What follows belongs to an exercise in optimizing a design on an open flow for small area; a production flow would make more cautious choices. The RTL was checked by simulation tests, not by an equivalence proof against the original design.

==> trial 88 <==
==> flow/design.v <==
`default_nettype none
package host_pkg;
   typedef logic [15:0] term_addr_t;
   typedef logic [31:0] reg_addr_t;
   typedef logic [31:0] reg_data_t;
   typedef logic [15:0] xfer_status_t;
   typedef struct packed {
      term_addr_t term_addr;
      reg_addr_t  reg_addr;
      reg_data_t  reg_datai;
      logic       read_mode;
      logic       read;
      logic       write_mode;
      logic       write;
   } host_req_t;
   typedef struct packed {
      reg_data_t    reg_datao;
      logic         read_rdy;
      logic         write_rdy;
      xfer_status_t transfer_status;
   } host_rsp_t;
   localparam int HOST_REQ_W = 84;
   localparam int HOST_RSP_W = 50;
   localparam term_addr_t TERM_DRAM_BASE  = 16'h0010;
   localparam term_addr_t TERM_DRAM_CTRL  = 16'h0020;
   localparam term_addr_t TERM_DUMMY_FPGA = 16'h0030;
   localparam reg_data_t DUMMY_WORD = 32'hBBAA9988;
   localparam reg_addr_t CTRL_REG_CALIB  = 32'd0;
   localparam reg_addr_t CTRL_REG_ERRORS = 32'd1;
endpackage
`default_nettype wire
`default_nettype none
package mcb_pkg;
   localparam int NUM_PORTS = 4;
   typedef logic [29:0] byte_addr_t;
   typedef logic [5:0]  burst_len_t;
   typedef logic [31:0] mcb_data_t;
   typedef logic [NUM_PORTS-1:0] port_flags_t;
   typedef enum logic [2:0] {
      MCB_WRITE = 3'b000,
      MCB_READ  = 3'b001
   } mcb_instr_t;
   typedef struct packed {
      logic       cmd_en;
      mcb_instr_t cmd_instr;
      burst_len_t cmd_bl;
      byte_addr_t cmd_byte_addr;
      logic       wr_en;
      mcb_data_t  wr_data;
      logic       rd_en;
   } mcb_req_t;
   typedef struct packed {
      logic      cmd_full;
      logic      wr_full;
      logic      rd_empty;
      mcb_data_t rd_data;
      logic      wr_underrun;
      logic      rd_overflow;
   } mcb_rsp_t;
   localparam int MCB_REQ_W = 74;
   localparam int MCB_RSP_W = 37;
endpackage
`default_nettype wire
`default_nettype none
module uxn_host_chip (
   input  wire          ifclk,
   input  wire          rst,
   input  wire [15:0]   term_addr,
   input  wire [31:0]   reg_addr,
   input  wire [31:0]   reg_datai,
   input  wire          read_mode,
   input  wire          read,
   input  wire          write_mode,
   input  wire          write,
   output wire [31:0]   reg_datao,
   output wire          read_rdy,
   output wire          write_rdy,
   output wire [15:0]   transfer_status,
   input  wire          calib_done,
   output wire [3:0]    cmd_en,
   output wire [11:0]   cmd_instr,
   output wire [23:0]   cmd_bl,
   output wire [119:0]  cmd_byte_addr,
   output wire [3:0]    wr_en,
   output wire [127:0]  wr_data,
   output wire [3:0]    rd_en,
   input  wire [3:0]    cmd_full,
   input  wire [3:0]    wr_full,
   input  wire [3:0]    rd_empty,
   input  wire [127:0]  rd_data,
   input  wire [3:0]    wr_underrun,
   input  wire [3:0]    rd_overflow
);
   localparam logic [2:0] S_IDLE  = 3'b000;
   localparam logic [2:0] S_WDATA = 3'b111;
   localparam logic [2:0] S_WCMD  = 3'b011;
   localparam logic [2:0] S_RWAIT = 3'b101;
   localparam logic [2:0] S_RDISC = 3'b100;
   localparam logic [2:0] S_HOLD  = 3'b001;
   wire       is_dram  = (term_addr[15:2] == 14'h0004);
   wire       is_ctrl  = (term_addr == 16'h0020);
   wire       is_dummy = (term_addr == 16'h0030);
   wire [1:0] tp       = term_addr[1:0];
   wire       active   = is_dram & (read_mode | write_mode);
   logic        cnt_v;
   logic [1:0]  cnt_port;
   logic [15:0] word_idx;
   logic [15:0] xfer_cnt;
   wire        same       = is_dram & cnt_v & (cnt_port == tp);
   wire [15:0] word_idx_e = same ? word_idx : 16'd0;
   wire [15:0] xfer_cnt_e = same ? xfer_cnt : 16'd0;
   logic [27:0]  cur_addr;
   logic [27:16] all1;
   logic [7:0]   s_h0;
   logic [7:0]   s_h1;
   wire          c8;
   wire          c_h0;
   wire          c_h1;
   wire          c16;
   uxn_add8 #(.CI(1'b0)) add_lo (
      .a  (reg_addr[7:0]),
      .b  (word_idx_e[7:0]),
      .s  (cur_addr[7:0]),
      .co (c8)
   );
   uxn_add8 #(.CI(1'b0)) add_h0 (
      .a  (reg_addr[15:8]),
      .b  (word_idx_e[15:8]),
      .s  (s_h0),
      .co (c_h0)
   );
   uxn_add8 #(.CI(1'b1)) add_h1 (
      .a  (reg_addr[15:8]),
      .b  (word_idx_e[15:8]),
      .s  (s_h1),
      .co (c_h1)
   );
   assign cur_addr[15:8] = c8 ? s_h1 : s_h0;
   assign c16            = c8 ? c_h1 : c_h0;
   uxn_ones12 ones_hi (
      .a   (reg_addr[26:16]),
      .all (all1)
   );
   for (genvar i = 16; i < 28; i++) begin : g_ainc
      assign cur_addr[i] = reg_addr[i] ^ (c16 & all1[i]);
   end
   logic [3:0] wrdy_p;
   logic [3:0] hold_p;
   logic [3:0] acc_p;
   logic [3:0] ird_p;
   logic [3:0] tk_p;
   for (genvar p = 0; p < 4; p++) begin : g_port
      logic [2:0]  st;
      logic [2:0]  st_n;
      logic [27:0] wr_addr_n;    
      logic [31:0] wr_word;
      wire sel  = is_dram & (tp == p);
      wire rm   = sel & read_mode;
      wire wm   = sel & write_mode;
      wire idle  = (st == S_IDLE);
      wire wdata = (st == S_WDATA);
      wire wcmd  = (st == S_WCMD);
      wire rwait = (st == S_RWAIT);
      wire rdisc = (st == S_RDISC);
      wire hold  = (st == S_HOLD);
      wire wrdy  = idle & ~cmd_full[p] & ~wr_full[p];
      wire acc   = sel & write & wrdy;
      wire ird   = idle & rm & ~wm & ~cmd_full[p];
      wire iwr   = wcmd & ~cmd_full[p];
      wire drain = (rwait | rdisc) & ~rd_empty[p];
      always_comb begin
         case (st)
            S_IDLE:  st_n = acc ? S_WDATA : (ird ? S_RWAIT : S_IDLE);
            S_WDATA: st_n = wr_full[p] ? S_WDATA : S_WCMD;
            S_WCMD:  st_n = cmd_full[p] ? S_WCMD : S_IDLE;
            S_RWAIT: st_n = drain ? (rm ? S_HOLD : S_IDLE) : (rm ? S_RWAIT : S_RDISC);
            S_RDISC: st_n = drain ? S_IDLE : S_RDISC;
            S_HOLD:  st_n = (read | ~rm) ? S_IDLE : S_HOLD;
            default: st_n = S_IDLE;
         endcase
      end
      always_ff @(posedge ifclk) begin
         if (rst) st <= S_IDLE;
         else     st <= st_n;
      end
      always_ff @(posedge ifclk) begin
         if (idle) begin
            wr_addr_n <= ~cur_addr;
            wr_word <= reg_datai;
         end
      end
      assign wrdy_p[p] = wrdy;
      assign hold_p[p] = hold;
      assign acc_p[p]  = acc;
      assign ird_p[p]  = ird;
      assign tk_p[p]   = hold & sel & read;
      assign cmd_en[p]                 = iwr | ird;
      assign cmd_instr[p*3 +: 3]       = {2'b00, ~wcmd};
      assign cmd_bl[p*6 +: 6]          = 6'd0;
      assign cmd_byte_addr[p*30 +: 30] = {(wcmd ? ~wr_addr_n : cur_addr), 2'b00};
      assign wr_en[p]                  = wdata & ~wr_full[p];
      assign wr_data[p*32 +: 32]       = wr_word;
      assign rd_en[p]                  = drain;
   end
   wire sel_hold = is_dram & hold_p[tp];
   wire sel_wrdy = wrdy_p[tp];
   wire [16:0] wi_c;
   wire [16:0] xc_c;
   wire [15:0] word_idx_n;
   wire [15:0] xfer_cnt_n;
   assign wi_c[0] = (|acc_p) | (|ird_p);
   assign xc_c[0] = (|acc_p) | (|tk_p);
   for (genvar i = 0; i < 16; i++) begin : g_inc
      assign word_idx_n[i] = word_idx_e[i] ^ wi_c[i];
      assign wi_c[i+1]     = word_idx_e[i] & wi_c[i];
      assign xfer_cnt_n[i] = xfer_cnt_e[i] ^ xc_c[i];
      assign xc_c[i+1]     = xfer_cnt_e[i] & xc_c[i];
   end
   always_ff @(posedge ifclk) begin
      cnt_port <= tp;
      word_idx <= word_idx_n;
      xfer_cnt <= xfer_cnt_n;
      if (rst) cnt_v <= 1'b0;
      else     cnt_v <= active;
   end
   logic [31:0] rd_word;
   always_ff @(posedge ifclk) begin
      if (!sel_hold) rd_word <= rd_data[tp*32 +: 32];
   end
   logic       calib_q;
   logic [3:0] underrun_q;
   logic [3:0] overflow_q;
   always_ff @(posedge ifclk) begin
      if (rst) begin
         calib_q    <= 1'b0;
         underrun_q <= 4'd0;
         overflow_q <= 4'd0;
      end else begin
         calib_q    <= calib_done;
         underrun_q <= underrun_q | wr_underrun;
         overflow_q <= overflow_q | rd_overflow;
      end
   end
   logic [31:0] ctrl_data;
   always_comb begin
      case (reg_addr)
         32'd0:   ctrl_data = {31'd0, calib_q};
         32'd1:   ctrl_data = {24'd0, overflow_q, underrun_q};
         default: ctrl_data = 32'd0;
      endcase
   end
   assign reg_datao       = ({32{is_dram}}  & rd_word)       |
                            ({32{is_dummy}} & 32'hBBAA9988) |
                            ({32{is_ctrl}}  & ctrl_data);
   assign read_rdy        = ~is_dram | sel_hold;
   assign write_rdy       = ~is_dram | sel_wrdy;
   assign transfer_status = xfer_cnt_e;
endmodule
module uxn_ones12 (
   input  wire [26:16] a,
   output wire [27:16] all
);
   assign all[16] = 1'b1;
   for (genvar i = 17; i < 28; i++) begin : g_all
      assign all[i] = all[i-1] & a[i-1];
   end
endmodule
module uxn_add8 #(
   parameter logic CI = 1'b0
) (
   input  wire [7:0] a,
   input  wire [7:0] b,
   output wire [7:0] s,
   output wire       co
);
   wire [8:0] c;
   assign c[0] = CI;
   for (genvar i = 0; i < 8; i++) begin : g_bit
      assign s[i]   = a[i] ^ b[i] ^ c[i];
      assign c[i+1] = (a[i] & b[i]) | (c[i] & (a[i] ^ b[i]));
   end
   assign co = c[8];
endmodule
`default_nettype wire
==> flow/flow/run.sh <==
#!/bin/bash
set -euo pipefail
here=$(pwd)
rm -rf "$here/scripts_x"
cp -r "$FLOW_HOME/scripts" "$here/scripts_x"
cp "$here/flow/abc_area.script" "$here/scripts_x/abc_area.script"
export SCRIPTS_DIR="$here/scripts_x"
export BUFFER_PORTS_ARGS="-buffer_cell sky130_fd_sc_hd__buf_1"
export SKIP_REPAIR_TIE_FANOUT=1
export CTS_ARGS="-sink_clustering_enable -repair_clock_nets -sink_clustering_size 30 -sink_clustering_max_diameter 100 -buf_list sky130_fd_sc_hd__clkbuf_16 -dont_use_dummy_load -root_buf sky130_fd_sc_hd__clkbuf_4"
bash standard.sh synth > synth.log 2>&1
bash standard.sh > layout.log 2>&1
==> flow/flow/abc_area.script <==
strash
&get -n
&syn2
&synch2
&put
dch -f
amap -F 4 -A 10
topo
==> flow/standard.sh <==
#!/bin/bash
# synth_recipe.tcl (not shown) runs the flow's synth.tcl, then flattens the netlist and writes it again
# the make line also repeats each setting of config.mk as NAME=value (left out here)
make -C /OpenROAD-flow-scripts/flow DESIGN_CONFIG=/design/flow/config.mk WORK_HOME=/design/flow/orfs CLKGATE_MAP_FILE= SYNTH_SCRIPT=/design/flow/synth_recipe.tcl "${@:-finish}"
==> flow/config.mk <==
export PLATFORM = sky130hd
export DESIGN_NAME = uxn_host_chip
export DESIGN_NICKNAME = uxn_host_chip
export VERILOG_FILES = /design/flow/design.v
export SDC_FILE = /design/flow/constraint.sdc
export NUM_CORES = 4
export LEC_CHECK = 0
export ABC_AREA = 1
export CAP_MARGIN = 20
export CORE_MARGIN = 2
export CORE_UTILIZATION = 48
export CTS_BUF_LIST = sky130_fd_sc_hd__clkbuf_16
export CTS_CLUSTER_DIAMETER = 100
export CTS_CLUSTER_SIZE = 30
export SLEW_MARGIN = 20
export SYNTH_HIERARCHICAL = 1
export SYNTH_MINIMUM_KEEP_SIZE = 0
==> flow/constraint.sdc <==
create_clock -name core_clock -period 10.0 [get_ports {ifclk}]
set_input_delay 2.0000 -clock core_clock [delete_from_list [all_inputs] [get_ports {ifclk}]]
set_output_delay 2.0000 -clock core_clock [all_outputs]
set_load 0.01 [all_outputs]
==> trial 85 (differences from trial 88) <==
==> flow/flow/run.sh (replaced) <==
#!/bin/bash
set -euo pipefail
here=$(pwd)
rm -rf "$here/scripts_x"
cp -r "$FLOW_HOME/scripts" "$here/scripts_x"
cp "$here/flow/abc_area.script" "$here/scripts_x/abc_area.script"
export SCRIPTS_DIR="$here/scripts_x"
export BUFFER_PORTS_ARGS="-buffer_cell sky130_fd_sc_hd__buf_1"
export SKIP_REPAIR_TIE_FANOUT=1
export CTS_ARGS="-sink_clustering_enable -repair_clock_nets -sink_clustering_size 30 -sink_clustering_max_diameter 100 -buf_list sky130_fd_sc_hd__clkbuf_16 -dont_use_dummy_load"
bash standard.sh synth > synth.log 2>&1
bash standard.sh > layout.log 2>&1
==> flow/flow/abc_area.script (replaced) <==
strash
&get -n
&syn2
&synch2
&put
dch -f
amap
topo
CORE_UTILIZATION = 40   (was 48)
==> build 73 (differences from trial 88) <==
--- a/flow/design.v
+++ b/flow/design.v
@@ -249,9 +249,9 @@
          default: ctrl_data = 32'd0;
       endcase
    end
-   assign reg_datao       = ({32{is_dram}}  & rd_word)       |
-                            ({32{is_dummy}} & 32'hBBAA9988) |
-                            ({32{is_ctrl}}  & ctrl_data);
+   assign reg_datao       = is_dram  ? rd_word :
+                            is_dummy ? 32'hBBAA9988 :
+                            is_ctrl  ? ctrl_data : 32'd0;
    assign read_rdy        = ~is_dram | sel_hold;
    assign write_rdy       = ~is_dram | sel_wrdy;
    assign transfer_status = xfer_cnt_e;
==> flow/flow/run.sh (replaced) <==
#!/bin/bash
# ORFS layout as standard.sh runs it, with two changes:
#  - the ports get the smallest buffer (buf_1) instead of the default choice;
#  - ABC's area script is replaced by flow/abc_area.script (a choice-based
#    area mapper). Registers are mapped before ABC runs, so they stay exactly
#    those of the standard synthesis.
set -euo pipefail
here=$(pwd)
rm -rf "$here/scripts_x"
cp -r "$FLOW_HOME/scripts" "$here/scripts_x"
cp "$here/flow/abc_area.script" "$here/scripts_x/abc_area.script"
export SCRIPTS_DIR="$here/scripts_x"
export BUFFER_PORTS_ARGS="-buffer_cell sky130_fd_sc_hd__buf_1"
export RECOVER_POWER=100
bash standard.sh synth > synth.log 2>&1
bash standard.sh > layout.log 2>&1
==> flow/flow/abc_area.script (replaced) <==
strash
&get -n
&syn2
&synch2
&put
dch -f
amap
topo
CAP_MARGIN = 0   (was 20)
CORE_UTILIZATION = 40   (was 48)
SLEW_MARGIN = 0   (was 20)
==> comparison table <==
metric	trial 85	build 73	trial 88
Final worst path period need	9.657 ns	9.469 ns	9.426 ns
Peak supply drop	0.00009593 V	0.0001014 V	0.00009174 V
Capture point of the worst reg-to-reg path	g_port[3].wr_addr_n[21]	xfer_cnt[15]	g_port[1].wr_addr_n[22]
Final net count	1817	1871	1813
Max Cap Viol	0	9	0
Vias/cell	5.286	5.214	5.458
Least-Margin Pin Slew	1.012 ns	4.117 ns	1.010 ns
Final cell area excluding filler cells	16380 sq um	16590 sq um	16210 sq um
Number of well-tap cells placed	448	448	378
GR Util All Layers	23.74%	24.18%	27.87%
Hold slack	0.4794 ns	0.4799 ns	0.4789 ns
FF-to-FF Start	cnt_port[1]	g_port[0].st[2]	cnt_port[1]
Weighted congestion at the end of routability-driven global placement	0.9340	0.9464	0.8807
Non-clk bufs	562	565	558
Layout clock area frac	2.139%	2.610%	1.992%
Met3 usage	4.941%	4.973%	4.878%
Reg2Reg Depth	21	25	21
Filler cell count	3085	3089	2398
Met2 routed wirelength	22040 um	23500 um	22150 um
Highest metal used	met4	met5	met5
Status	complete, no violations	finished with violations	complete, no violations
Layout check failures	-	capacitance limit, slew limit	-

==> static timing again, ports no longer ideal <==
How much do the figures lean on ideal ports? The routed layouts below were timed once more, with nothing changed but the port constraints.
Step 1 (the two cells are an assumption about what drives the block):
set clk [get_ports {ifclk}]
set_driving_cell -lib_cell sky130_fd_sc_hd__clkbuf_16 $clk
set_driving_cell -lib_cell sky130_fd_sc_hd__buf_2 [delete_from_list [all_inputs] $clk]
Step 2 also shifts input and output timing later by t, the mid clock arrival at the registers, as if the neighbouring blocks saw the same clock.
Three values: ideal ports, drivers, drivers and shift; two values: the first two.
run	t, ns	slack for setup (ns)	worst register clock-pin slew, ns	worst slew at a driven data input, ns
trial 88	0.718	0.574 / 0.530 / 0.530	0.11 / 0.11	0.12
trial 85	0.547	0.343 / 0.320 / 0.320	0.12 / 0.12	0.09
build 73	0.554	0.531 / 0.493 / 0.493	0.11 / 0.11	0.10
The setup slack of trial 88, which loses most, moves by -0.044 ns with the drivers and by -0.044 ns with both steps.
